From an optimization exercise on the open Yosys and OpenROAD flow, aimed at small area, a short achievable clock period and few clock cycles; shortcuts taken in it are not production practice.
The RTL was checked by simulation tests, not by an equivalence proof against the original design.
Power figures rest on the tool's default switching activity, not on a simulated workload.

==> flow/design.v <==
package bda_pkg;
  localparam int PROCESS_COUNT  = 16;
  localparam int RESOURCE_COUNT = 8;
  localparam int UNIT_WIDTH     = 8;
  localparam logic [1:0] OP_LOAD_AVAIL = 2'd0;
  localparam logic [1:0] OP_LOAD_CLAIM = 2'd1;
  localparam logic [1:0] OP_REQUEST    = 2'd2;
  localparam logic [1:0] OP_RELEASE    = 2'd3;
  localparam logic [2:0] ST_GRANTED = 3'd0;
  localparam logic [2:0] ST_NEED    = 3'd1;
  localparam logic [2:0] ST_UNAVAIL = 3'd2;
  localparam logic [2:0] ST_UNSAFE  = 3'd3;
  localparam logic [2:0] ST_DONE    = 3'd4;
endpackage
import bda_pkg::*;
module bankers_deadlock_avoidance (
  input  logic        clk,
  input  logic        rst_n,
  input  logic        in_valid,
  output logic        in_stall,
  input  logic [1:0]  in_operation,
  input  logic [3:0]  in_process,
  input  logic [2:0]  in_resource,
  input  logic [7:0]  in_amount,
  input  logic        in_last,
  output logic        out_valid,
  input  logic        out_stall,
  output logic [2:0]  out_status,
  output logic [3:0]  out_process_echo,
  input  logic        psel,
  input  logic        penable,
  input  logic        pwrite,
  input  logic [2:0]  paddr,
  input  logic [31:0] pwdata,
  output logic [31:0] prdata,
  output logic        pready
);
  localparam int NP = PROCESS_COUNT;
  localparam int NR = RESOURCE_COUNT;
  localparam int NG = 2;
  localparam int GS = NP / NG;
  function automatic logic gt8(input logic [7:0] a, input logic [7:0] b);
    logic [7:0] g, e;
    logic [3:0] g1, e1;
    logic [1:0] g2, e2;
    g = a & ~b;
    e = ~(a ^ b);
    for (int i = 0; i < 4; i++) begin
      g1[i] = g[2*i+1] | (e[2*i+1] & g[2*i]);
      e1[i] = e[2*i+1] & e[2*i];
    end
    for (int i = 0; i < 2; i++) begin
      g2[i] = g1[2*i+1] | (e1[2*i+1] & g1[2*i]);
      e2[i] = e1[2*i+1] & e1[2*i];
    end
    gt8 = g2[1] | (e2[1] & g2[0]);
  endfunction
  function automatic logic [9:0] add10(input logic [9:0] a, input logic [9:0] b,
                                       input logic cin);
    logic [9:0] p, g, gg, pp, gn, pn;
    p  = a ^ b;
    g  = a & b;
    gg = g;
    pp = p;
    gg[0] = g[0] | (p[0] & cin);
    for (int d = 1; d < 10; d = d * 2) begin
      gn = gg;
      pn = pp;
      for (int i = d; i < 10; i++) begin
        gn[i] = gg[i] | (pp[i] & gg[i-d]);
        pn[i] = pp[i] & pp[i-d];
      end
      gg = gn;
      pp = pn;
    end
    add10 = p ^ {gg[8:0], cin};
  endfunction
  function automatic logic [NP-1:0] dec16(input logic [3:0] p);
    for (int q = 0; q < NP; q++) dec16[q] = (p == 4'(q));
  endfunction
  logic [4:0] act_p_r;
  logic [3:0] act_r_r;
  logic       cfg_wr;
  assign pready = 1'b1;
  assign cfg_wr = psel && penable && pwrite;
  always_ff @(posedge clk) begin
    if (!rst_n) begin
      act_p_r <= 5'd16;
      act_r_r <= 4'd8;
    end else if (cfg_wr) begin
      if (!paddr[2]) act_p_r <= pwdata[4:0];
      if (paddr[2])  act_r_r <= pwdata[3:0];
    end
  end
  assign prdata = paddr[2] ? {28'd0, act_r_r} : {27'd0, act_p_r};
  logic [NP-1:0] pact;
  logic [NR-1:0] ract;
  always_comb begin
    for (int q = 0; q < NP; q++) pact[q] = (q == 0) || (act_p_r > 5'(q));
    for (int j = 0; j < NR; j++) ract[j] = (j == 0) || (act_r_r > 4'(j));
  end
  logic [7:0]    need_r [NP][NR];
  logic [7:0]    alc_r  [NP][NR];
  logic [NP-1:0] vld_r;
  logic [7:0]    avail_r [NR];
  logic [7:0]    pend_r  [NR];
  logic [NP-1:0] rsel_r;
  logic          x_v;
  logic          x_ne;             
  logic [1:0]    x_op;
  logic [3:0]    x_p;
  logic [2:0]    x_r;
  logic [7:0]    x_amt;
  logic          x_last;
  logic          st_idle, st_grant, st_fix, st_walk, st_rb;
  logic [7:0]    dpend_r [NR];
  logic [3:0]    dproc_r;
  logic [7:0]    work_r [NR];
  logic [NP-1:0] fin_r;
  logic       q0_v, q1_v;
  logic [6:0] q0_d, q1_d;
  logic       space;
  logic       push;
  logic [6:0] push_d;
  assign space = !q1_v;
  logic x_exec, accept;
  assign x_exec   = x_v && (!x_ne || (st_idle && space));
  assign in_stall = x_v && x_ne && !(st_idle && space);
  assign accept   = in_valid && !in_stall;
  logic ex_av, ex_cl, ex_rl, ex_last, ex_res;
  logic p_ok;
  assign p_ok    = |(rsel_r & pact);
  assign ex_av   = x_exec && (x_op == OP_LOAD_AVAIL);
  assign ex_cl   = x_exec && (x_op == OP_LOAD_CLAIM) && p_ok;
  assign ex_rl   = x_exec && (x_op == OP_RELEASE) && p_ok;
  assign ex_last = x_exec && (x_op == OP_REQUEST) && x_last;
  assign ex_res  = x_exec && (x_op != OP_REQUEST);
  logic [7:0] rd_need [NR];
  logic [7:0] rd_alc  [NR];
  logic [7:0] rdg_alc [NG][NR];
  always_comb begin
    for (int j = 0; j < NR; j++) begin
      rd_need[j] = '0;
      rd_alc[j]  = '0;
      for (int g = 0; g < NG; g++) begin
        rdg_alc[g][j] = '0;
        for (int q = g * GS; q < (g + 1) * GS; q++) begin
          rd_need[j]    = rd_need[j]    | (need_r[q][j] & {8{rsel_r[q] & vld_r[q]}});
          rdg_alc[g][j] = rdg_alc[g][j] | (alc_r[q][j]  & {8{rsel_r[q] & vld_r[q]}});
        end
        rd_alc[j] = rd_alc[j] | rdg_alc[g][j];
      end
    end
  end
  logic [7:0]    m [NR];           
  logic [NR-1:0] bad_need, bad_av;
  logic          chk_fail;
  logic [2:0]    chk_st;
  logic          go;               
  always_comb begin
    for (int j = 0; j < NR; j++) begin
      m[j]        = pend_r[j];
      bad_need[j] = ract[j] && gt8(m[j], rd_need[j]);
      bad_av[j]   = ract[j] && gt8(m[j], avail_r[j]);
    end
    chk_fail = |(bad_need | bad_av);
    chk_st   = ST_NEED;
    for (int j = NR - 1; j >= 0; j--) begin
      if (bad_need[j] || bad_av[j]) chk_st = bad_need[j] ? ST_NEED : ST_UNAVAIL;
    end
  end
  assign go = ex_last && p_ok && !chk_fail;
  logic [NP-1:0] fitq, picked, covr, cand, pick_nxt;
  logic          safe, unsafe;
  always_comb begin
    for (int q = 0; q < NP; q++) begin
      logic f;
      f = 1'b1;
      for (int j = 0; j < NR; j++) begin
        if (ract[j] && gt8(need_r[q][j], work_r[j])) f = 1'b0;
      end
      fitq[q] = f || !vld_r[q];
    end
    picked   = st_walk ? rsel_r : '0;
    covr     = fin_r | picked | fitq;
    cand     = fitq & ~fin_r & ~picked;
    for (int q = 0; q < NP; q++)
      pick_nxt[q] = cand[q] && !(|(cand & ((NP'(1) << q) - (NP'(1) << ((q / GS) * GS)))));
    safe     = &covr;
    unsafe   = st_walk && !safe && (cand == '0) && (picked == '0);
  end
  logic       rb;
  logic       row_we;
  logic [7:0] wr_need [NR];
  logic [7:0] wr_alc  [NR];
  assign rb     = st_rb && space;
  assign row_we = ex_cl || ex_rl || st_grant || rb;
  always_comb begin
    for (int j = 0; j < NR; j++) begin
      logic [7:0] a;
      logic [9:0] ns, as;
      a  = ex_rl ? rd_alc[j] : dpend_r[j];
      ns = add10({2'b0, rd_need[j]}, {2'b0, a ^ {8{st_grant}}}, st_grant);
      as = add10({2'b0, rd_alc[j]}, {2'b0, dpend_r[j] ^ {8{!st_grant}}}, !st_grant);
      wr_need[j] = rd_need[j];
      wr_alc[j]  = rd_alc[j];
      if (ex_cl) begin
        if (x_r == 3'(j)) begin
          wr_need[j] = x_amt;
          wr_alc[j]  = '0;
        end
      end else if (ract[j]) begin
        wr_need[j] = ns[7:0];
        wr_alc[j]  = ex_rl ? 8'd0 : as[7:0];
      end
    end
  end
  always_ff @(posedge clk) begin
    if (row_we) begin
      for (int q = 0; q < NP; q++) begin
        if (rsel_r[q]) begin
          for (int j = 0; j < NR; j++) begin
            need_r[q][j] <= wr_need[j];
            alc_r[q][j]  <= wr_alc[j];
          end
        end
      end
    end
  end
  logic [7:0] avail_nxt [NR];
  always_comb begin
    for (int j = 0; j < NR; j++) begin
      logic [9:0] s;
      logic [7:0] b;
      b = ex_rl ? rd_alc[j] : dpend_r[j];
      s = add10({2'b0, avail_r[j]}, {2'b0, b ^ {8{st_grant}}}, st_grant);
      avail_nxt[j] = avail_r[j];
      if (ex_av && x_r == 3'(j)) avail_nxt[j] = x_amt;
      if (ract[j] && (ex_rl || st_grant || rb))
        avail_nxt[j] = (ex_rl && s[8]) ? 8'hff : s[7:0];
    end
  end
  always_comb begin
    push   = 1'b0;
    push_d = {ST_DONE, x_p};
    if (ex_res) push = 1'b1;
    if (ex_last && !go) begin
      push   = 1'b1;
      push_d = {p_ok ? chk_st : ST_NEED, x_p};
    end
    if ((st_grant || st_walk) && safe && space) begin
      push   = 1'b1;
      push_d = {ST_GRANTED, dproc_r};
    end
    if (rb) begin
      push   = 1'b1;
      push_d = {ST_UNSAFE, dproc_r};
    end
  end
  logic pop;
  assign pop = q0_v && !out_stall;
  always_ff @(posedge clk) begin
    if (!rst_n) begin
      q0_v <= 1'b0;
      q1_v <= 1'b0;
    end else begin
      if (pop) begin
        q0_v <= q1_v || push;
        q1_v <= q1_v && push;
      end else begin
        q0_v <= q0_v || push;
        q1_v <= q1_v || (q0_v && push);
      end
    end
  end
  always_ff @(posedge clk) begin
    if (pop) begin
      q0_d <= q1_v ? q1_d : push_d;
      q1_d <= push_d;
    end else begin
      if (!q0_v) q0_d <= push_d;
      if (q0_v && !q1_v) q1_d <= push_d;
    end
  end
  assign out_valid        = q0_v;
  assign out_status       = q0_d[6:4];
  assign out_process_echo = q0_d[3:0];
  logic          to_idle;
  logic [NP-1:0] x_sel_nxt;        
  assign x_sel_nxt = accept ? dec16(in_process) : dec16(x_p);
  always_comb begin
    to_idle = 1'b0;
    if (st_idle)  to_idle = !(ex_last && p_ok);
    if (st_fix)   to_idle = 1'b1;
    if (st_grant) to_idle = safe && space;
    if (st_walk)  to_idle = safe && space;
    if (st_rb)    to_idle = space;
  end
  always_ff @(posedge clk) begin
    if (!rst_n) begin
      x_v      <= 1'b0;
      st_idle  <= 1'b1;
      st_grant <= 1'b0;
      st_fix   <= 1'b0;
      st_walk  <= 1'b0;
      st_rb    <= 1'b0;
      vld_r    <= '0;
      for (int j = 0; j < NR; j++) begin
        avail_r[j] <= '0;
        pend_r[j]  <= '0;
      end
    end else begin
      if (accept)      x_v <= 1'b1;
      else if (x_exec) x_v <= 1'b0;
      if (row_we) vld_r <= vld_r | rsel_r;
      for (int j = 0; j < NR; j++) begin
        avail_r[j] <= avail_nxt[j];
        if (ex_last) pend_r[j] <= '0;
        if (accept && in_operation == OP_REQUEST && in_resource == 3'(j)) pend_r[j] <= in_amount;
      end
      st_idle  <= to_idle;
      st_grant <= st_idle && go;
      st_fix   <= st_idle && ex_last && p_ok && chk_fail;
      st_walk  <= (st_grant || st_walk) && !to_idle && !unsafe;
      st_rb    <= (st_walk && unsafe) || (st_rb && !space);
    end
  end
  always_ff @(posedge clk) begin
    if (st_idle) begin
      if (!(ex_last && p_ok)) rsel_r <= x_sel_nxt;
    end else if (st_fix) begin
      rsel_r <= x_sel_nxt;
    end else if (st_grant || st_walk) begin
      if (safe)        rsel_r <= x_sel_nxt;
      else if (unsafe) rsel_r <= dec16(dproc_r);
      else             rsel_r <= pick_nxt;
    end else if (space) begin
      rsel_r <= x_sel_nxt;
    end
  end
  always_ff @(posedge clk) begin
    if (accept) begin
      x_op   <= in_operation;
      x_p    <= in_process;
      x_r    <= in_resource;
      x_amt  <= in_amount;
      x_last <= in_last;
      x_ne   <= (in_operation != OP_REQUEST) || in_last;
    end
    if (ex_last) begin
      dproc_r <= x_p;
      fin_r   <= ~pact;
      for (int j = 0; j < NR; j++) begin
        dpend_r[j] <= m[j];
        work_r[j]  <= 8'(add10({2'b0, avail_r[j]}, {2'b0, ~m[j]}, 1'b1));
      end
    end else if (st_walk) begin
      fin_r <= fin_r | rsel_r;
      for (int j = 0; j < NR; j++) begin
        logic [9:0] s;
        logic [8:0] cs, cc;
        cs = {1'b0, work_r[j] ^ rdg_alc[0][j] ^ rdg_alc[1][j]};
        cc = {(work_r[j] & rdg_alc[0][j]) | (work_r[j] & rdg_alc[1][j]) |
              (rdg_alc[0][j] & rdg_alc[1][j]), 1'b0};
        s = add10({1'b0, cs}, {1'b0, cc}, 1'b0);
        work_r[j] <= (s[9:8] != 2'b00) ? 8'hff : s[7:0];
      end
    end
  end
endmodule
==> flow/run.sh <==
#!/bin/bash
# synth_recipe.tcl (not shown) runs the flow's synth.tcl, then flattens the netlist and writes it again
# the make line also repeats each setting of config.mk as NAME=value (left out here)
make -C /OpenROAD-flow-scripts/flow DESIGN_CONFIG=/design/flow/config.mk WORK_HOME=/design/flow/orfs CLKGATE_MAP_FILE= SYNTH_SCRIPT=/design/flow/synth_recipe.tcl finish
==> flow/config.mk <==
export PLATFORM = sky130hd
export DESIGN_NAME = bankers_deadlock_avoidance
export DESIGN_NICKNAME = bankers_deadlock_avoidance
export VERILOG_FILES = /design/flow/design.v
export SDC_FILE = /design/flow/constraint.sdc
export NUM_CORES = 4
export LEC_CHECK = 0
export ABC_CLOCK_PERIOD_IN_PS = 5000
export CAP_MARGIN = 20
export CORE_MARGIN = 2
export CORE_UTILIZATION = 55
export PLACE_DENSITY = 0.7
export SETUP_SLACK_MARGIN = 3.3
export SLEW_MARGIN = 20
==> flow/constraint.sdc <==
create_clock -name core_clock -period 8.0 [get_ports {clk}]
set_input_delay 1.6000 -clock core_clock [delete_from_list [all_inputs] [get_ports {clk}]]
set_output_delay 1.6000 -clock core_clock [all_outputs]
set_load 0.01 [all_outputs]
==> metrics.sh, run 1 <==
N_FILL_CELL=16330
FINAL_LAYOUT_SIZE_SUFFIX_GT1_FRAC=0.196
SYNTH_CELLS=10071
LAYOUT_WORST_PATH_CYCLE_SHARE=0.652
YOSYSTOPAREACELLSHARE=0.533
CLOCK_LATENCY_PS=1000
PLACE_WORST_SETUP_SLACK_PS=1620
WIRE_LENGTH_OF_THE_FIRST_GLOBAL_ROUTING_PASS_MM=725
P_LEAK_nW=57.6
TIMING.FINAL.CRIT_PERIOD_PS=5210
WIRELENGTH_MM=534
ANT_NETS=0
HOLD_VIOLATIONS=0
DR.FIRST_ITER.DRC_COUNT=16033
DRC=0
SYNTH-WARNING-COUNT=14
TIGHTESTPINTRANSITION_PS=1250
OUTCOME='complete, no violations'
SYNTH-SEQ-AREA-SHARE=0.558
CLOCKROOTBUFFER='clkbuf_16'
GRT_UTIL_ALL_LAYERS=0.440
DPL-INSTANCE-AREA_UM2=132000
HOLDBUFCOUNTCTS=0
CLOCK_SINK_COUNT=2406
MAX-SLEW-MARGIN-REL=0.167
POST_DRT_VIA_CELL_RATIO=7.16
CTSLONGESTPATHBUFFERS=4
TOP_LEVEL_PORTS=102
CHIPWIDTH_UM=484
YOSYS.AREA.TOP_TYPE='edfxtp_1'
START_UTIL=0.552
POST-SYNTH-TOP-COUNT-CELL='edfxtp_1'
POWER_DENSITY_nW_PER_UM2=193
SYN_AREA_UM2=127000
WORSTPATHARRIVAL_PS=5920
TIMING_MAX_TRANSITION_VIOLATIONS_FINAL=0
VIAS_IN_THE_FIRST_GLOBAL_ROUTE=95904
SETUP.WORST_PATH.CLASS='register to register'
DIE_AREA_UM2=234000
COUNT_OF_FLIP_FLOPS_WITH_A_BUILT_IN_ENABLE_AFTER_SYNTHESIS=2245
GP_CONGESTION=1.03
PLACEMENTROWS=176
FLOORPLAN.DIE.HEIGHT_UM=484
WORST_SETUP_PATH_START_KIND='register'
HPWL_MM=324
ANTENNA_FOUND_INITIAL=45
NUMPORTBUFFERS=44
YS_DOMINANT_REG_CELL='edfxtp_1'
LAYOUT_AREA_OVERHEAD_PCT=21.2
WORST-ENDPOINT-REQUIRED_PS=8710
DRT_PRE_ANTENNA_ITERS=6
YS_TOP_CELLS_BY_AREA='edfxtp_1 (53%), ha_1 (13%), a22oi_1 (4.9%)'
FINALCLOCKSKEW_PS=77.0
MAXIMUM_RESISTIVE_DROP_ON_VDD_mV=0.229
SETUP_REPAIR_AFTER_GLOBAL_ROUTING_MISSED_ITS_MARGIN='true'
CTS_TREE='done'
MAX_CAP_VIOL_COUNT=0
HTREEDEPTH=5
SYNTH.AVG_CELL_AREA_UM2=12.6
FINALNETCOUNT=12380
FINALSETUPTNS_PS=0
YS_TOP_CELLS_BY_COUNT='edfxtp_1 (2245), ha_1 (1280), a22oi_1 (822)'
TOTAL_VIAS_IN_THE_FINAL_ROUTE=101498
CORE_UM2=229000
FIN_AREA_UM2=153000
DETAIL_ROUTE.WL_PER_CELL_UM=37.6
PATH_MAX_FANOUT=5
CRITPATHCAPTURETYPE='register'
MAX_FREQ_MHz=192
ASYNC_FLOP_SHARE=0
SETUP_VIOL=0
GRT.OVERFLOW.TOTAL=0
YS_FF_LATCH=2406
HP-CLASS='register to register'
CLK_TRANSITION_REPORTED_PATHS_PS=60
SYNTHDISTINCTLIBCELLS=95
GRT_START_MAX_NET_PINS=149
TIMING.FINAL.WS_SETUP_PS=2790
CTS_BUFFERS=278
[cell families after synthesis]
| logic type | Yosys count | share of synthesized area |
|---|---|---|
| AO/OA/AOI/OAI | 2901 | 0.156 |
| multiplexers | 65 | 0.00571 |
| other | 2 | 0.0000594 |
| XOR/XNOR | 334 | 0.0231 |
| AND/OR/NAND/NOR | 1993 | 0.0832 |
| buffers and inverters | 984 | 0.0303 |
| adder cells (fa/ha/maj) | 1386 | 0.143 |
| flip-flops | 2406 | 0.558 |
[sequential cells by signal, indices dropped and copies added, names as in the netlist, 2 cells and up]
signal / cells
act_p_r: 5
act_r_r: 4
alc_r: 1024
avail_r: 64
dpend_r: 64
dproc_r: 4
fin_r: 16
need_r: 1024
pend_r: 64
q0_d: 7
q1_d: 7
rsel_r: 16
vld_r: 16
work_r: 64
x_amt: 8
x_op: 2
x_p: 4
x_r: 3
[stage by stage]
step                 util  total power (W)  cells  hold slack, ps
finish              0.669           0.0297  14179             493
global route        0.668           0.0302  14158             509
CTS                 0.646           0.0291  13937             490
detailed placement  0.575           0.0164  12972             465
global placement    0.575           0.0164  12969             456
floorplan               -           0.0155  10097             436
[area by class of cell]
cell class / count / area (µm²) / share of cell area
Timing Repair inverter: 1 / 7.51 / 0.0000490
Clock inverter: 130 / 1350 / 0.00878
Inverter: 523 / 2130 / 0.0139
Tap cell: 3026 / 3790 / 0.0247
Antenna cell: 26 / 65.1 / 0.000424
Multi-Input combinational cell: 6755 / 57700 / 0.376
Clock buffer: 341 / 7370 / 0.0481
Sequential cell: 2406 / 70700 / 0.461
Timing Repair Buffer: 971 / 10200 / 0.0666
[power by group]
group,total (W),switching [W],internal [W]
logic,0.00285,0.00187,0.000984
registers,0.0142,0.000122,0.0141
clock network,0.0126,0.00525,0.00737
[placed cells by master (no fill, tap or decap), drive strengths merged, types with 61 or more instances in the layout]
master  count
edfxtp   2245
ha       1280
buf       917
a22oi     822
a21oi     577
inv       487
nand2     411
nor2      399
o21ai     390
nand3     386
clkbuf    349
xnor2     239
a21o      183
nand4     174
dfxtp     161
o21a      110
fa        104
and4      101
a221oi    100
a31oi      97
o22ai      97
xor2       95
and2       93
clkinv     85
nand2b     80
nand4b     74
nor2b      71
a22o       69
nor3       65
a211oi     61
[worst paths after layout]
path / startpoint / end / slack (ps) / cells after the start
setup / recovery: work_r[3][6] / q0_d[2] / 2790 / 15
hold / removal: avail_r[2][7] / avail_r[2][7] / 490 / 2
setup reg to reg: work_r[3][6] / q0_d[2] / 2790 / 15
hold reg to reg: avail_r[2][7] / avail_r[2][7] / 490 / 2
[critical path: stages, from the launching register on]
cell and delay (ps):
edfxtp_1 480, clkinvlp_4 240, ha_4 280, a41oi_4 220
o21ai_4 120, o211ai_1 790, o211ai_1 620, nor4_1 360
nand4_1 130, buf_4 210, and3_4 170, nor3_4 210
nand3_4 170, o21ai_4 320, mux2_4 350, mux2_2 270
[routing by layer]
layer | routed length (µm) | global-route usage | vias up
met5 | 531 | 0.00225 | -
met4 | 45900 | 0.301 | 20
met3 | 86000 | 0.183 | 2085
met2 | 214000 | 0.608 | 8308
met1 | 187000 | 0.560 | 49844
li1 | - | - | 41241
[repair_timing]
item | CTS | global route
buffers inserted | 440 | 199
resized for setup | 613 | 574
endpoints found under the setup margin | 3896 | 2233
cloned | 54 | 15
pin swaps | 137 | 334
Testbench counts, summed over its fixed seeds: cycles 14,180.
==> inputs of run 2 (changes only) <==
--- a/flow/design.v
+++ b/flow/design.v
@@ -106,7 +106,6 @@
   logic [7:0]    pend_r  [NR];
   logic [NP-1:0] rsel_r;
   logic          x_v;
-  logic          x_ne;             
   logic [1:0]    x_op;
   logic [3:0]    x_p;
   logic [2:0]    x_r;
@@ -123,10 +122,12 @@
   logic       push;
   logic [6:0] push_d;
   assign space = !q1_v;
-  logic x_exec, accept;
-  assign x_exec   = x_v && (!x_ne || (st_idle && space));
-  assign in_stall = x_v && x_ne && !(st_idle && space);
+  logic x_exec, accept, in_elem, x_load;
+  assign x_exec   = x_v && st_idle && space;
+  assign in_elem  = (in_operation == OP_REQUEST) && !in_last;
+  assign in_stall = x_v && !x_exec && (!in_elem || (x_op == OP_REQUEST));
   assign accept   = in_valid && !in_stall;
+  assign x_load   = accept && !in_elem;
   logic ex_av, ex_cl, ex_rl, ex_last, ex_res;
   logic p_ok;
   assign p_ok    = |(rsel_r & pact);
@@ -287,7 +288,7 @@
   assign out_process_echo = q0_d[3:0];
   logic          to_idle;
   logic [NP-1:0] x_sel_nxt;        
-  assign x_sel_nxt = accept ? dec16(in_process) : dec16(x_p);
+  assign x_sel_nxt = x_load ? dec16(in_process) : dec16(x_p);
   always_comb begin
     to_idle = 1'b0;
     if (st_idle)  to_idle = !(ex_last && p_ok);
@@ -310,7 +311,7 @@
         pend_r[j]  <= '0;
       end
     end else begin
-      if (accept)      x_v <= 1'b1;
+      if (x_load)      x_v <= 1'b1;
       else if (x_exec) x_v <= 1'b0;
       if (row_we) vld_r <= vld_r | rsel_r;
       for (int j = 0; j < NR; j++) begin
@@ -339,13 +340,12 @@
     end
   end
   always_ff @(posedge clk) begin
-    if (accept) begin
+    if (x_load) begin
       x_op   <= in_operation;
       x_p    <= in_process;
       x_r    <= in_resource;
       x_amt  <= in_amount;
       x_last <= in_last;
-      x_ne   <= (in_operation != OP_REQUEST) || in_last;
     end
     if (ex_last) begin
       dproc_r <= x_p;
--- a/flow/config.mk
+++ b/flow/config.mk
@@ -8,7 +8,7 @@
 export ABC_CLOCK_PERIOD_IN_PS = 5000
 export CAP_MARGIN = 20
 export CORE_MARGIN = 2
-export CORE_UTILIZATION = 55
-export PLACE_DENSITY = 0.7
+export CORE_UTILIZATION = 50
+export PLACE_DENSITY = 0.65
 export SETUP_SLACK_MARGIN = 3.3
 export SLEW_MARGIN = 20
==> run 2 against run 1 <==
Compared with the run above: clock power about the same; flip-flop and latch count down 1; global-route usage down 2.8 points; sequential power about the same; total power up 0.67%; synthesized cell count up 3.1%; final cell count up 5.1%; non-clock buffer count up 89; first-iteration DRC count up 5.5%; worst hold slack better by 6.1 ps; count of clock-buffer cells in the layout up 1; critical endpoint is now need_r[61][7].
==> metrics.sh, run 2 <==
WHS_PATH_DEPTH=1  # was 2
P_LEAK_nW=59.3  # was 57.6 nW
SYN_AREA_UM2=128000  # was 127000 µm²
CORE_UM2=254000  # was 229000 µm²
LAYOUT_AREA_OVERHEAD_PCT=22.7  # was 21.2%
WORST_SETUP_PATH_START_KIND='register'  # unchanged
TIMING.CRITICAL_PATH.SLOWEST_STAGE_CELL='or4_4'  # was o211ai_1
TOP_LEVEL_PORTS=102  # unchanged
FINALSETUPTNS_PS=0  # unchanged
FLOORPLAN.DIE.HEIGHT_UM=510  # was 484 µm
DR.FIRST_ITER.DRC_COUNT=16917  # was 16.0k
SYNTH_CELLS=10387  # was 10.1k
CLK_TRANSITION_REPORTED_PATHS_PS=60  # about the same
OUTCOME='complete, no violations'  # unchanged
TOTAL_VIAS_IN_THE_FINAL_ROUTE=104239  # was 101k
FINALCLOCKSKEW_PS=73.2  # was 77.0 ps
MAXIMUM_RESISTIVE_DROP_ON_VDD_mV=0.265  # was 0.229 mV
GP_CONGESTION=1.01  # was 1.03
CRITICAL-PATH-MAX-STAGE-DELAY_PS=680  # was 790 ps
CLOCKROOTBUFFER='clkbuf_16'  # unchanged
MAX-SLEW-MARGIN-REL=0.0629  # was 0.167
DETAIL_ROUTE.WL_PER_CELL_UM=37.4  # was 37.6 µm
MOSTFREQUENTLAYOUTCELLS='edfxtp_1 (2244), ha_1 (1222), a22oi_1 (762)'  # was edfxtp_1 (2245), ha_1 (1233), a22oi_1 (815)
YS_DOMINANT_REG_CELL='edfxtp_1'  # unchanged
DRT_PRE_ANTENNA_ITERS=9  # was 6
SLACK_OF_THE_WORST_REG_TO_REG_PATH_PS=2820  # was 2790 ps
SYNTH-WARNING-COUNT=14  # unchanged
TIMING_MAX_TRANSITION_VIOLATIONS_FINAL=0  # unchanged
MOST_FREQUENT_CP_CELL='buf_12'
SETUP.WORST_PATH.CLASS='register to register'  # unchanged
VIAS_IN_THE_FIRST_GLOBAL_ROUTE=96566  # was 95.9k
SYNTHDISTINCTLIBCELLS=98  # was 95
MAX_CAP_VIOL_COUNT=0  # unchanged
TIMING.FINAL.CRIT_PERIOD_PS=5180  # was 5210 ps
CHIPWIDTH_UM=510  # was 484 µm
GRT_START_MAX_NET_PINS=118  # was 149
SYNTH.AVG_CELL_AREA_UM2=12.3  # was 12.6 µm²
COUNT_OF_FLIP_FLOPS_WITH_A_BUILT_IN_ENABLE_AFTER_SYNTHESIS=2244  # was 2245
CTS_TREE='done'  # unchanged
LARGEST_REGISTERS='alc_r (1024), need_r (1024)'  # unchanged
SYNTH-SEQ-AREA-SHARE=0.552  # was 0.558
MAX_FREQ_MHz=193  # was 192 MHz
FINALNETCOUNT=12753  # was 12.4k
WORST-ENDPOINT-REQUIRED_PS=8810  # was 8710 ps
HOLD_VIOLATIONS=0  # unchanged
CLOCK_LATENCY_PS=1000  # about the same
DPL-INSTANCE-AREA_UM2=134000  # was 132000 µm²
CTSLONGESTPATHBUFFERS=4  # unchanged
FF2FF_PATH_DEPTH=21  # was 15
CLOCK_SINK_COUNT=2405  # was 2406
YS_TOP_CELLS_BY_AREA='edfxtp_1 (53%), ha_1 (13%), a22oi_1 (4.6%)'  # was edfxtp_1 (53%), ha_1 (13%), a22oi_1 (4.9%)
YS_TOP_CELLS_BY_COUNT='edfxtp_1 (2244), ha_1 (1280), a22oi_1 (777)'  # was edfxtp_1 (2245), ha_1 (1280), a22oi_1 (822)
WIRE_LENGTH_OF_THE_FIRST_GLOBAL_ROUTING_PASS_MM=748  # was 725 mm
PATH_CELLS='a211o_4, a221oi_2, o211ai_1, or4_4, buf_12, nand2_8, buf_12, buf_12, buf_12, nand2_4, o21ai_4, xnor2_2, ha_2, or3_4, a2111oi_4, o31ai_2, xnor2_2, o21a_1, o31ai_4, buf_12, buf_12'  # was clkinvlp_4, ha_4, a41oi_4, o21ai_4, o211ai_1, o211ai_1, nor4_1, nand4_1, buf_4, and3_4, nor3_4, nand3_4, o21ai_4, mux2_4, mux2_2
SETUP_VIOL=0  # unchanged
WORSTPATHARRIVAL_PS=5990  # was 5920 ps
ANT_NETS=0  # unchanged
FIN_AREA_UM2=157000  # was 153000 µm²
TIGHTESTPINTRANSITION_PS=1410  # was 1250 ps
ASYNC_FLOP_SHARE=0  # unchanged
HP-CLASS='register to register'  # unchanged
NUMPORTBUFFERS=44  # unchanged
HTREEDEPTH=5  # unchanged
POST_DRT_VIA_CELL_RATIO=6.99  # was 7.16
GRT.OVERFLOW.TOTAL=0  # unchanged
GRT_UTIL_ALL_LAYERS=0.412  # was 0.440
YOSYSTOPAREACELLSHARE=0.527  # was 0.533
SETUP_REPAIR_AFTER_GLOBAL_ROUTING_MISSED_ITS_MARGIN='true'  # unchanged
POST-SYNTH-TOP-COUNT-CELL='edfxtp_1'  # unchanged
PATH_MAX_FANOUT=8  # was 5
WIRELENGTH_MM=558  # was 534 mm
CTS_BUFFERS=283  # was 278
ANTENNA_FOUND_INITIAL=36  # was 45
LAYOUT_WORST_PATH_CYCLE_SHARE=0.647  # was 0.652
DRC=0  # unchanged
HPWL_MM=342  # was 324 mm
YOSYS.AREA.TOP_TYPE='edfxtp_1'  # unchanged
FINAL_LAYOUT_SIZE_SUFFIX_GT1_FRAC=0.207  # was 0.196
START_UTIL=0.503  # was 0.552
CRITPATHCAPTURETYPE='register'  # unchanged
POWER_DENSITY_nW_PER_UM2=190  # was 193 nW/µm²
PLACEMENTROWS=185  # was 176
LEADING_CELL_TYPE_IN_THE_LAYOUT_FILL_AND_TAPS_EXCLUDED='edfxtp_1'  # unchanged
YS_FF_LATCH=2405  # was 2406
DIE_AREA_UM2=260000  # was 234000 µm²
[run 2: cell count changes after synthesis, sizes merged, moves of 19 or more]
| cell | change |
|---|---|
| nor3 | +19 |
| a221oi | -21 |
| a22oi | -45 |
| nand3 | +68 |
| nor2 | +55 |
| o22ai | -32 |
| a21oi | +93 |
| a211oi | +26 |
| inv | +26 |
[run 2: path summary, 6_finish.rpt]
kind,start,endpoint
worst min register to register,avail_r[4][0],avail_r[4][0]
worst max register to register,act_p_r[1],need_r[61][7]
worst min-delay path,avail_r[4][0],avail_r[4][0]
worst max-delay path,act_p_r[1],need_r[61][7]
[run 2: kinds of logic after synthesis]
kind of cell               Yosys count  synth area share
and+or+nand+nor                   2196            0.0908
other                                2         0.0000587
buffers and inverters             1033            0.0314
adders and majority gates         1384             0.141
AOI/OAI and AO/OA                 2988             0.158
xor gates and xnor gates           330            0.0226
DFF                               2405             0.552
muxes                               49           0.00407
[run 2: metal layers]
metal  part of all wire  wire (µm)  global-route usage
met1               0.36     203000               0.546
met2               0.40     223000               0.565
met3               0.16      89200               0.162
met4              0.077      42900               0.256
met5            0.00059        329                   0
[run 2: where the power goes]
| part | internal (W) | leakage (nW) | total, W | switching [W] |
|---|---|---|---|---|
| Clock | 0.00740 | 4.34 | 0.0128 | 0.00538 |
| Sequential | 0.0141 | 21.9 | 0.0142 | 0.000136 |
| Combinational | 0.000991 | 33.0 | 0.00288 | 0.00189 |
| Total | 0.0224 | 59.3 | 0.0299 | 0.00741 |
[run 2: critical path, delay by kind of cell (launching register included)]
kind	cells	cell delay [ps]
xor gates and xnor gates	2	330
DFF	1	380
adders and majority gates	1	280
buffers and inverters	6	910
and+or+nand+nor	4	1220
AOI/OAI and AO/OA	8	1830
[run 2: cell type report]
class | instances | area (µm²)
sequential | 2405 | 70600
multi-input combinational | 7012 | 59500
tap | 3366 | 4210
inverter | 547 | 2190
clock inverter | 143 | 1330
antenna | 27 | 67.6
clock buffer | 342 | 7490
fill | 19318 | 97400
timing repair buffer | 1060 | 11500
[run 2: timing repair]
action | CTS | global route
resized for setup | 801 | 661
buffers inserted | 487 | 207
hold buffers | 0 | 0
setup endpoints to repair | 4247 | 2725
endpoints found under the hold margin | 0 | 0
cloned | 56 | 24
pin swaps | 200 | 372
[run 2: through the flow]
step / setup slack [ps] / hold slack, ps / power [W] / util / std cells
2_1_floorplan: 3210 / 435 / 0.0155 / - / 10413
3_3_place_gp: 1110 / 456 / 0.0164 / 0.526 / 13609
3_5_place_dp: 1560 / 468 / 0.0165 / 0.526 / 13615
4_1_cts: 3020 / 480 / 0.0293 / 0.595 / 14643
5_1_grt: 2750 / 524 / 0.0304 / 0.617 / 14880
6_report: 2820 / 499 / 0.0299 / 0.617 / 14902
Testbench counts of run 2, summed over its fixed seeds: cycles 13,494.
==> inputs of run 3 (changes only) <==
--- a/flow/design.v
+++ b/flow/design.v
@@ -242,21 +242,11 @@
     end
   end
   always_comb begin
-    push   = 1'b0;
-    push_d = {ST_DONE, x_p};
-    if (ex_res) push = 1'b1;
-    if (ex_last && !go) begin
-      push   = 1'b1;
-      push_d = {p_ok ? chk_st : ST_NEED, x_p};
-    end
-    if ((st_grant || st_walk) && safe && space) begin
-      push   = 1'b1;
-      push_d = {ST_GRANTED, dproc_r};
-    end
-    if (rb) begin
-      push   = 1'b1;
-      push_d = {ST_UNSAFE, dproc_r};
-    end
+    push = ex_res || (ex_last && !go) || ((st_grant || st_walk) && safe && space) || rb;
+    if (st_idle)
+      push_d = {(x_op != OP_REQUEST) ? ST_DONE : (p_ok ? chk_st : ST_NEED), x_p};
+    else
+      push_d = {st_rb ? ST_UNSAFE : ST_GRANTED, dproc_r};
   end
   logic pop;
   assign pop = q0_v && !out_stall;
==> run 3 against run 2 <==
Compared with the run above: still clean; total power fell by 0.85%; critical path depth up 3; clock power barely moved; combinational power is 9.0% lower; flip-flop and latch count unchanged; sequential share of layout area is 0.33 points higher; via count rose by 0.19%; register-to-register slack lost 90 ps; routed wire length increased by 1.2%; global-route usage increased by 0.83 points; critical path type unchanged; critical endpoint is now need_r[57][7].
==> metrics.sh, run 3 <==
OUTCOME='complete, no violations'  # unchanged
MAXIMUM_RESISTIVE_DROP_ON_VDD_mV=0.214  # was 0.265 mV
SETUP.WORST_PATH.CLASS='register to register'  # unchanged
FINALCLOCKSKEW_PS=89.6  # was 73.2 ps
LAYOUT_AREA_OVERHEAD_PCT=22.5  # was 22.7%
CLOCKROOTBUFFER='clkbuf_16'  # unchanged
YS_TOP_CELLS_BY_AREA='edfxtp_1 (53%), ha_1 (13%), a22oi_1 (4.7%)'  # was edfxtp_1 (53%), ha_1 (13%), a22oi_1 (4.6%)
CTSLONGESTPATHBUFFERS=4  # unchanged
FINALSETUPTNS_PS=0  # unchanged
VIAS_IN_THE_FIRST_GLOBAL_ROUTE=97608  # was 96.6k
WIRE_LENGTH_OF_THE_FIRST_GLOBAL_ROUTING_PASS_MM=760  # was 748 mm
POST_DRT_VIA_CELL_RATIO=7.07  # was 6.99
PLACE_WORST_SETUP_SLACK_PS=1720  # was 1560 ps
HOLDBUFCOUNTCTS=0  # unchanged
CRITPATHCAPTURETYPE='register'  # unchanged
FIN_AREA_UM2=156000  # was 157000 µm²
CLOCK_SINK_COUNT=2405  # unchanged
FINAL_LAYOUT_SIZE_SUFFIX_GT1_FRAC=0.202  # was 0.207
PATH_MAX_FANOUT=9  # was 8
ASYNC_FLOP_SHARE=0  # unchanged
MAX_CAP_VIOL_COUNT=0  # unchanged
FF2FF_PATH_DEPTH=24  # was 21
SLACK_OF_THE_WORST_REG_TO_REG_PATH_PS=2730  # was 2820 ps
RR_STARTPOINT='rsel_r[8]'  # was act_p_r[1]
SYN_AREA_UM2=127000  # was 128000 µm²
LEADING_CELL_TYPE_IN_THE_LAYOUT_FILL_AND_TAPS_EXCLUDED='edfxtp_1'  # unchanged
SYNTH.AVG_CELL_AREA_UM2=12.4  # was 12.3 µm²
CLK_TRANSITION_REPORTED_PATHS_PS=60  # about the same
DR.FIRST_ITER.DRC_COUNT=16704  # was 16.9k
GRT_START_MAX_NET_PINS=155  # was 118
YS_DOMINANT_REG_CELL='edfxtp_1'  # unchanged
REG2REG_TO='need_r[57][7]'  # was need_r[61][7]
TIMING.FINAL.WS_SETUP_PS=2730  # was 2820 ps
CRITICAL_PATH.ENDPOINT='need_r[57][7]'  # was need_r[61][7]
POST-SYNTH-TOP-COUNT-CELL='edfxtp_1'  # unchanged
TOP_LEVEL_PORTS=102  # unchanged
DRC=0  # unchanged
YOSYS.AREA.TOP_TYPE='edfxtp_1'  # unchanged
DETAIL_ROUTE.WL_PER_CELL_UM=38.2  # was 37.4 µm
HTREEDEPTH=5  # unchanged
COUNT_OF_FLIP_FLOPS_WITH_A_BUILT_IN_ENABLE_AFTER_SYNTHESIS=2244  # unchanged
HP-CLASS='register to register'  # unchanged
YS_FF_LATCH=2405  # unchanged
DPL-INSTANCE-AREA_UM2=134000  # about the same
TOTAL_VIAS_IN_THE_FINAL_ROUTE=104439  # about the same
TIMING_MAX_TRANSITION_VIOLATIONS_FINAL=0  # unchanged
SETUP_REPAIR_AFTER_GLOBAL_ROUTING_MISSED_ITS_MARGIN='true'  # unchanged
NUMPORTBUFFERS=44  # unchanged
CORE_UM2=254000  # about the same
GP_CONGESTION=1.04  # was 1.01
MAX-SLEW-MARGIN-REL=0.118  # was 0.0629
WORSTPATHARRIVAL_PS=5870  # was 5990 ps
DRT_PRE_ANTENNA_ITERS=15  # was 9
HPWL_MM=346  # was 342 mm
PLACEMENTROWS=185  # unchanged
TIMING.FINAL.CRIT_PERIOD_PS=5270  # was 5180 ps
DIE_AREA_UM2=259000  # was 260000 µm²
LARGEST_REGISTERS='alc_r (1024), need_r (1024)'  # unchanged
FINALNETCOUNT=12594  # was 12.8k
WORST-ENDPOINT-REQUIRED_PS=8610  # was 8810 ps
POWER_DENSITY_nW_PER_UM2=190  # about the same
SYNTH_CELLS=10228  # was 10.4k
SYNTHDISTINCTLIBCELLS=101  # was 98
HOLD_VIOLATIONS=0  # unchanged
GRT.OVERFLOW.TOTAL=0  # unchanged
SYNTH-WARNING-COUNT=14  # unchanged
CHIPWIDTH_UM=509  # was 510 µm
CRIT_PATH_START='rsel_r[8]'  # was act_p_r[1]
ANT_NETS=0  # unchanged
SETUP_VIOL=0  # unchanged
MOSTFREQUENTLAYOUTCELLS='edfxtp_1 (2244), ha_1 (1234), a22oi_1 (789)'  # was edfxtp_1 (2244), ha_1 (1222), a22oi_1 (762)
CTS_TREE='done'  # unchanged
P_LEAK_nW=58.7  # was 59.3 nW
YS_TOP_CELLS_BY_COUNT='edfxtp_1 (2244), ha_1 (1280), a22oi_1 (799)'  # was edfxtp_1 (2244), ha_1 (1280), a22oi_1 (777)
FIN_HOLD_WS_PS=490  # was 499 ps
GRT_UTIL_ALL_LAYERS=0.421  # was 0.412
FINALPOWER_W=0.0296  # was 0.0299 W
FLOORPLAN.DIE.HEIGHT_UM=509  # was 510 µm
WIRELENGTH_MM=565  # was 558 mm
CLOCK_LATENCY_PS=950  # was 1000 ps
WORST_SETUP_PATH_START_KIND='register'  # unchanged
LAYOUT_WORST_PATH_CYCLE_SHARE=0.659  # was 0.647
YOSYSTOPAREACELLSHARE=0.529  # was 0.527
MAX_FREQ_MHz=190  # was 193 MHz
TIGHTESTPINTRANSITION_PS=1320  # was 1410 ps
SYNTH-SEQ-AREA-SHARE=0.555  # was 0.552
ANTENNA_FOUND_INITIAL=45  # was 36
START_UTIL=0.502  # was 0.503
CTS_BUFFERS=277  # was 283
[run 3: changes by cell type after synthesis, moves of 22 or more]
cell / change
nand3_1: -24
a21oi_1: -46
nor2_1: -27
a22oi_1: +22
o221ai_1: +30
o21ai_0: -44
[run 3: area by class of cell]
cell class	instances	area [µm²]
fill	19373	97800
sequential	2405	70600
multi-input combinational	6871	58400
timing repair buffer	1059	11400
clock buffer	349	7420
tap	3366	4210
inverter	536	2200
clock inverter	137	1520
antenna	45	113
[run 3: routing by layer]
metal  vias up  part of all wire  GRT usage  wire length (µm)
met3      2385              0.16      0.174             89900
met5         -           0.00086    0.00333               488
met2      8723              0.39      0.576            223000
met1     51288              0.35      0.526            195000
li1      42017                 -          -                 -
met4        26             0.099      0.321             55900
[run 3: worst max-delay path, stage by stage (launching register included)]
cell and delay, ps:
edfxtp_1 470, buf_4 200, buf_4 200, maj3_1 370, o221ai_1 210, nand3_2 220, or3_4 440, nand2_8 130
buf_12 170, buf_12 120, buf_16 140, nand2_4 60, o21ai_4 70, xnor2_2 90, buf_4 180, ha_4 260
nand3_2 70, mux2_4 320, and3_4 180, o41ai_4 260, xnor2_1 130, o21ai_1 150, o211ai_1 110, buf_4 200
buf_8 160
[run 3: stage by stage]
| stage | std cells | util |
|---|---|---|
| finish | 14768 | 0.615 |
| global route | 14725 | 0.614 |
| CTS | 14571 | 0.600 |
| detailed placement | 13512 | 0.526 |
| global placement | 13510 | 0.526 |
| floorplan | 10254 | - |
[run 3: timing repair]
action / in CTS / in global routing
gates cloned: 57 / 15
pin swaps: 232 / 234
gates resized for setup: 833 / 416
setup buffers: 516 / 136
endpoints found under the hold margin: 0 / 0
endpoints found under the setup margin: 4212 / 1275
[run 3: how the worst min path moves through the flow]
stage	from	endpoint	slack (ps)	depth (start not counted)
floorplan	avail_r[4][0]	avail_r[4][0]	460	2
global placement	avail_r[0][3]	avail_r[0][3]	490	2
detailed placement	avail_r[7][2]	avail_r[7][2]	490	2
CTS	avail_r[7][2]	avail_r[7][2]	500	2
global route	avail_r[4][0]	avail_r[4][0]	510	2
finish	avail_r[4][0]	avail_r[4][0]	490	2
[run 3: cell families (layout without fill, tap and decap cells)]
kind of cell | after synthesis | in the layout | synth area share
other cells | 2 | 73 | 0.0000590
mux | 72 | 72 | 0.00588
simple gates | 2123 | 2153 | 0.0885
flops | 2405 | 2405 | 0.555
buf+inv | 1009 | 2081 | 0.0309
compound gates | 2887 | 2888 | 0.154
fa+ha+maj | 1386 | 1386 | 0.142
xor+xnor | 344 | 344 | 0.0237
[run 3: report_power, final]
part / switching (W) / leakage [nW] / internal [W]
sequential: 0.000128 / 21.9 / 0.0140
combinational: 0.00177 / 32.4 / 0.000850
clock: 0.00541 / 4.33 / 0.00743
Testbench counts of run 3, summed over its fixed seeds: cycles 13,494.
==> inputs of run 4 (changes only) <==
--- a/flow/design.v
+++ b/flow/design.v
@@ -40,20 +40,10 @@
   localparam int NG = 2;
   localparam int GS = NP / NG;
   function automatic logic gt8(input logic [7:0] a, input logic [7:0] b);
-    logic [7:0] g, e;
-    logic [3:0] g1, e1;
-    logic [1:0] g2, e2;
-    g = a & ~b;
-    e = ~(a ^ b);
-    for (int i = 0; i < 4; i++) begin
-      g1[i] = g[2*i+1] | (e[2*i+1] & g[2*i]);
-      e1[i] = e[2*i+1] & e[2*i];
-    end
-    for (int i = 0; i < 2; i++) begin
-      g2[i] = g1[2*i+1] | (e1[2*i+1] & g1[2*i]);
-      e2[i] = e1[2*i+1] & e1[2*i];
-    end
-    gt8 = g2[1] | (e2[1] & g2[0]);
+    logic g;
+    g = 1'b0;
+    for (int i = 0; i < 8; i++) g = (a[i] & ~b[i]) | ((a[i] | ~b[i]) & g);
+    gt8 = g;
   endfunction
   function automatic logic [9:0] add10(input logic [9:0] a, input logic [9:0] b,
                                        input logic cin);
--- a/flow/config.mk
+++ b/flow/config.mk
@@ -10,5 +10,5 @@
 export CORE_MARGIN = 2
 export CORE_UTILIZATION = 50
 export PLACE_DENSITY = 0.65
-export SETUP_SLACK_MARGIN = 3.3
+export SETUP_SLACK_MARGIN = 2.7
 export SLEW_MARGIN = 20
==> run 4 against run 3 <==
Compared with the run above: clock skew up 1.3 ps; worst hold slack better by 15 ps; register-to-register slack worse by 250 ps; synthesized area down 3.1%; global-route usage up 3.0 points; largest power group unchanged.
==> metrics.sh, run 4 <==
SWITCHING_SHARE=0.251  # was 0.247
SEQPWRFRAC=0.484  # was 0.478
POST-SYNTH-TOP-COUNT-CELL='edfxtp_1'  # unchanged
CLOCK_LATENCY_PS=990  # was 950 ps
NUMPORTBUFFERS=44  # unchanged
SETUP_REPAIR_AFTER_GLOBAL_ROUTING_MISSED_ITS_MARGIN='true'  # unchanged
POWER_DENSITY_nW_PER_UM2=206  # was 190 nW/µm²
MOSTFREQUENTLAYOUTCELLS='edfxtp_1 (2244), nand3_1 (904), a22oi_1 (624)'  # was edfxtp_1 (2244), ha_1 (1234), a22oi_1 (789)
GRT_START_MAX_NET_PINS=125  # was 155
MAX-SLEW-MARGIN-REL=0.123  # was 0.118
CTS_BUFFERS=289  # was 277
WIRE_LENGTH_OF_THE_FIRST_GLOBAL_ROUTING_PASS_MM=785  # was 760 mm
YOSYSTOPAREACELLSHARE=0.546  # was 0.529
CORE_UM2=246000  # was 254000 µm²
DETAIL_ROUTE.WL_PER_CELL_UM=40.4  # was 38.2 µm
CLOCK_SINK_COUNT=2405  # unchanged
DRC=0  # unchanged
WIRELENGTH_MM=584  # was 565 mm
MAX_CAP_VIOL_COUNT=0  # unchanged
SETUP_VIOL=0  # unchanged
WORST-ENDPOINT-REQUIRED_PS=8690  # was 8610 ps
YS_TOP_CELLS_BY_COUNT='edfxtp_1 (2244), nand3_1 (905), a22oi_1 (624)'  # was edfxtp_1 (2244), ha_1 (1280), a22oi_1 (799)
SYNTH_CELLS=10637  # was 10.2k
MAX_FREQ_MHz=181  # was 190 MHz
CHIPWIDTH_UM=501  # was 509 µm
SHARE_COMB_OF_TOTAL_POWER=0.086  # was 0.088
DIE_AREA_UM2=251000  # was 259000 µm²
TOTAL_VIAS_IN_THE_FINAL_ROUTE=105155  # was 104k
WHS_PATH_DEPTH=2  # unchanged
SYNTH-WARNING-COUNT=14  # unchanged
CLOCKROOTBUFFER='clkbuf_16'  # unchanged
POST-PLACE-CELLS=13686  # was 13.5k
FINALNETCOUNT=11489  # was 12.6k
INTERNAL_POWER_W=0.0220  # was 0.0223 W
ASYNC_FLOP_SHARE=0  # unchanged
HTREEDEPTH=5  # unchanged
YS_TOP_CELLS_BY_AREA='edfxtp_1 (55%), a22oi_1 (3.8%), nand3_1 (3.7%)'  # was edfxtp_1 (53%), ha_1 (13%), a22oi_1 (4.7%)
ANTENNA_FOUND_INITIAL=58  # was 45
FINISH.UTILIZATION=0.579  # was 0.615
FINALNONFILLERCELLS=14444  # was 14.8k
DRT_PRE_ANTENNA_ITERS=8  # was 15
YOSYS.AREA.TOP_TYPE='edfxtp_1'  # unchanged
P_LEAK_nW=49.8  # was 58.7 nW
CRITPATHCAPTURETYPE='register'  # unchanged
GP_CONGESTION=1.07  # was 1.04
GRT.OVERFLOW.TOTAL=0  # unchanged
TIMING_MAX_TRANSITION_VIOLATIONS_FINAL=0  # unchanged
SETUP.WORST_PATH.CLASS='register to register'  # unchanged
GRT_UTIL_ALL_LAYERS=0.450  # was 0.421
DPL-INSTANCE-AREA_UM2=130000  # was 134000 µm²
TOP_LEVEL_PORTS=102  # unchanged
LEADING_CELL_TYPE_IN_THE_LAYOUT_FILL_AND_TAPS_EXCLUDED='edfxtp_1'  # unchanged
WORSTPATHARRIVAL_PS=6210  # was 5870 ps
FINAL_LAYOUT_SIZE_SUFFIX_GT1_FRAC=0.127  # was 0.202
SWITCHING_POWER_W=0.00736  # was 0.00730 W
SYN_AREA_UM2=123000  # was 127000 µm²
TIGHTESTPINTRANSITION_PS=1310  # was 1320 ps
TIMING.FINAL.CRIT_PERIOD_PS=5520  # was 5270 ps
SYNTH-SEQ-AREA-SHARE=0.572  # was 0.555
CTSLONGESTPATHBUFFERS=4  # unchanged
SYNTH.AVG_CELL_AREA_UM2=11.6  # was 12.4 µm²
YS_FF_LATCH=2405  # unchanged
COUNT_OF_FLIP_FLOPS_WITH_A_BUILT_IN_ENABLE_AFTER_SYNTHESIS=2244  # unchanged
FINALPOWER_W=0.0294  # was 0.0296 W
POWER_FRAC_CLOCK=0.430  # was 0.434
PLACEMENTROWS=182  # was 185
WORST_SETUP_PATH_START_KIND='register'  # unchanged
VIAS_IN_THE_FIRST_GLOBAL_ROUTE=97287  # was 97.6k
CTS_TREE='done'  # unchanged
HOLD_VIOLATIONS=0  # unchanged
MAXIMUM_RESISTIVE_DROP_ON_VDD_mV=0.206  # was 0.214 mV
POST_DRT_VIA_CELL_RATIO=7.28  # was 7.07
DR.FIRST_ITER.DRC_COUNT=19493  # was 16.7k
LAYOUT_WORST_PATH_CYCLE_SHARE=0.690  # was 0.659
FIN_AREA_UM2=142000  # was 156000 µm²
FINALSETUPTNS_PS=0  # unchanged
HPWL_MM=381  # was 346 mm
ANT_NETS=0  # unchanged
LAYOUT_AREA_OVERHEAD_PCT=15.3  # was 22.5%
FLOORPLAN.DIE.HEIGHT_UM=501  # was 509 µm
HP-CLASS='register to register'  # unchanged
OUTCOME='complete, no violations'  # unchanged
START_UTIL=0.502  # about the same
LARGEST_REGISTERS='alc_r (1024), need_r (1024)'  # unchanged
YS_DOMINANT_REG_CELL='edfxtp_1'  # unchanged
PATH_MAX_FANOUT=14  # was 9
FF2FF_PATH_DEPTH=14  # was 24
CLK_TRANSITION_REPORTED_PATHS_PS=60  # about the same
SYNTHDISTINCTLIBCELLS=105  # was 101
FINALCLOCKSKEW_PS=90.9  # was 89.6 ps
-- run 4: final cells by class --
cell class | count | area (µm²)
antenna | 37 | 92.6
sequential | 2405 | 70700
clock buffer | 360 | 7680
multi-input combinational | 6978 | 49500
timing repair buffer | 677 | 6720
clock inverter | 129 | 1080
inverter | 632 | 2420
timing repair inverter | 6 | 30.0
fill | 20193 | 103000
tap | 3220 | 4030
-- run 4: logic make-up (layout without fill, tap and decap cells) --
kind of cell,after synthesis,after routing,synth area share
and+or+nand+nor,3061,3079,0.130
AOI/OAI and AO/OA,2771,2771,0.155
adders and majority gates,727,727,0.0744
other,2,65,0.0000609
buffers and inverters,1298,1804,0.0406
xor gates and xnor gates,325,325,0.0231
muxes,48,48,0.00400
DFF,2405,2405,0.572
-- run 4: power by group through the flow --
stage / combinational, W / clock [W] / sequential, W
floorplan: 0.00115 / 0 / 0.0144
global route: 0.00256 / 0.0131 / 0.0142
global placement: 0.00213 / 0 / 0.0145
detailed placement: 0.00217 / 0 / 0.0145
finish: 0.00254 / 0.0126 / 0.0142
CTS: 0.00229 / 0.0126 / 0.0142
-- run 4: metal layers --
layer  up-vias  GRT usage  routed length, µm
met5         -          0                201
met4        28      0.310              49700
met3      2302      0.158              90100
met2      9129      0.619             234000
met1     51981      0.594             210000
li1      41715          -                  -
-- run 4: final timing paths --
kind / slack (ps) / start / end
worst min-delay path: 500 / st_rb / st_rb
worst max register to register: 2480 / rsel_r[9] / q1_d[5]
worst max-delay path: 2480 / rsel_r[9] / q1_d[5]
worst min register to register: 500 / st_rb / st_rb
-- run 4: repair_timing --
item	4_1_cts	5_1_grt
pin swaps	19	16
setup endpoints to repair	1295	477
buffers inserted	105	88
hold buffers	0	0
resized for setup	93	108
gates cloned	21	11
-- run 4: through the flow --
step	hold slack (ps)	worst slack (ps)
after floorplan	455	2420
after global placement	475	1170
after detailed placement	491	1470
after CTS	500	2610
after global routing	536	2630
final	505	2480
-- run 4: critical path, stage by stage, from the launching register on --
cell	delay (ps)
edfxtp_1	520
buf_6	260
and2_2	570
a22o_1	380
a221oi_1	270
nand3_1	160
nor2_2	660
nor2_1	150
o31ai_1	960
o21ai_0	260
o2111ai_1	220
a31oi_2	210
o211ai_1	290
buf_4	190
o21ai_0	100
Testbench counts of run 4, summed over its fixed seeds: cycles 13,494.

## what the ideal ports hide
In the flow no input, the clock included, has a driving cell. The finished layouts below were timed again as built, in two steps. Step 1, drivers: a clkbuf_16 drives clk and a buf_2 each remaining input, both assumed. Step 2 also shifts input and output timing later by t, the mid clock arrival at the registers, as if the neighbouring blocks saw the same clock. Slacks: ideal / step 1 / step 2; pairs: ideal / step 1.
run | shift t [ns] | slack for setup (ns) | hold slack, ns | worst data-port slew with drivers (ns)
run 1 | 1.058 | 2.788 / 2.788 / 2.788 | 0.493 / 0.493 / 0.493 | 0.11
run 2 | 1.071 | 2.823 / 2.823 / 2.609 | 0.499 / 0.499 / 0.499 | 0.06
run 3 | 0.995 | 2.731 / 2.731 / 2.731 | 0.490 / 0.490 / 0.490 | 0.04
run 4 | 1.030 | 2.477 / 2.477 / 2.183 | 0.505 / 0.505 / 0.505 | 0.13
After both steps setup and hold are still met in every run listed. The setup slack of run 4, which loses most, moves by 0.000 ns with the drivers and by -0.294 ns with both steps.
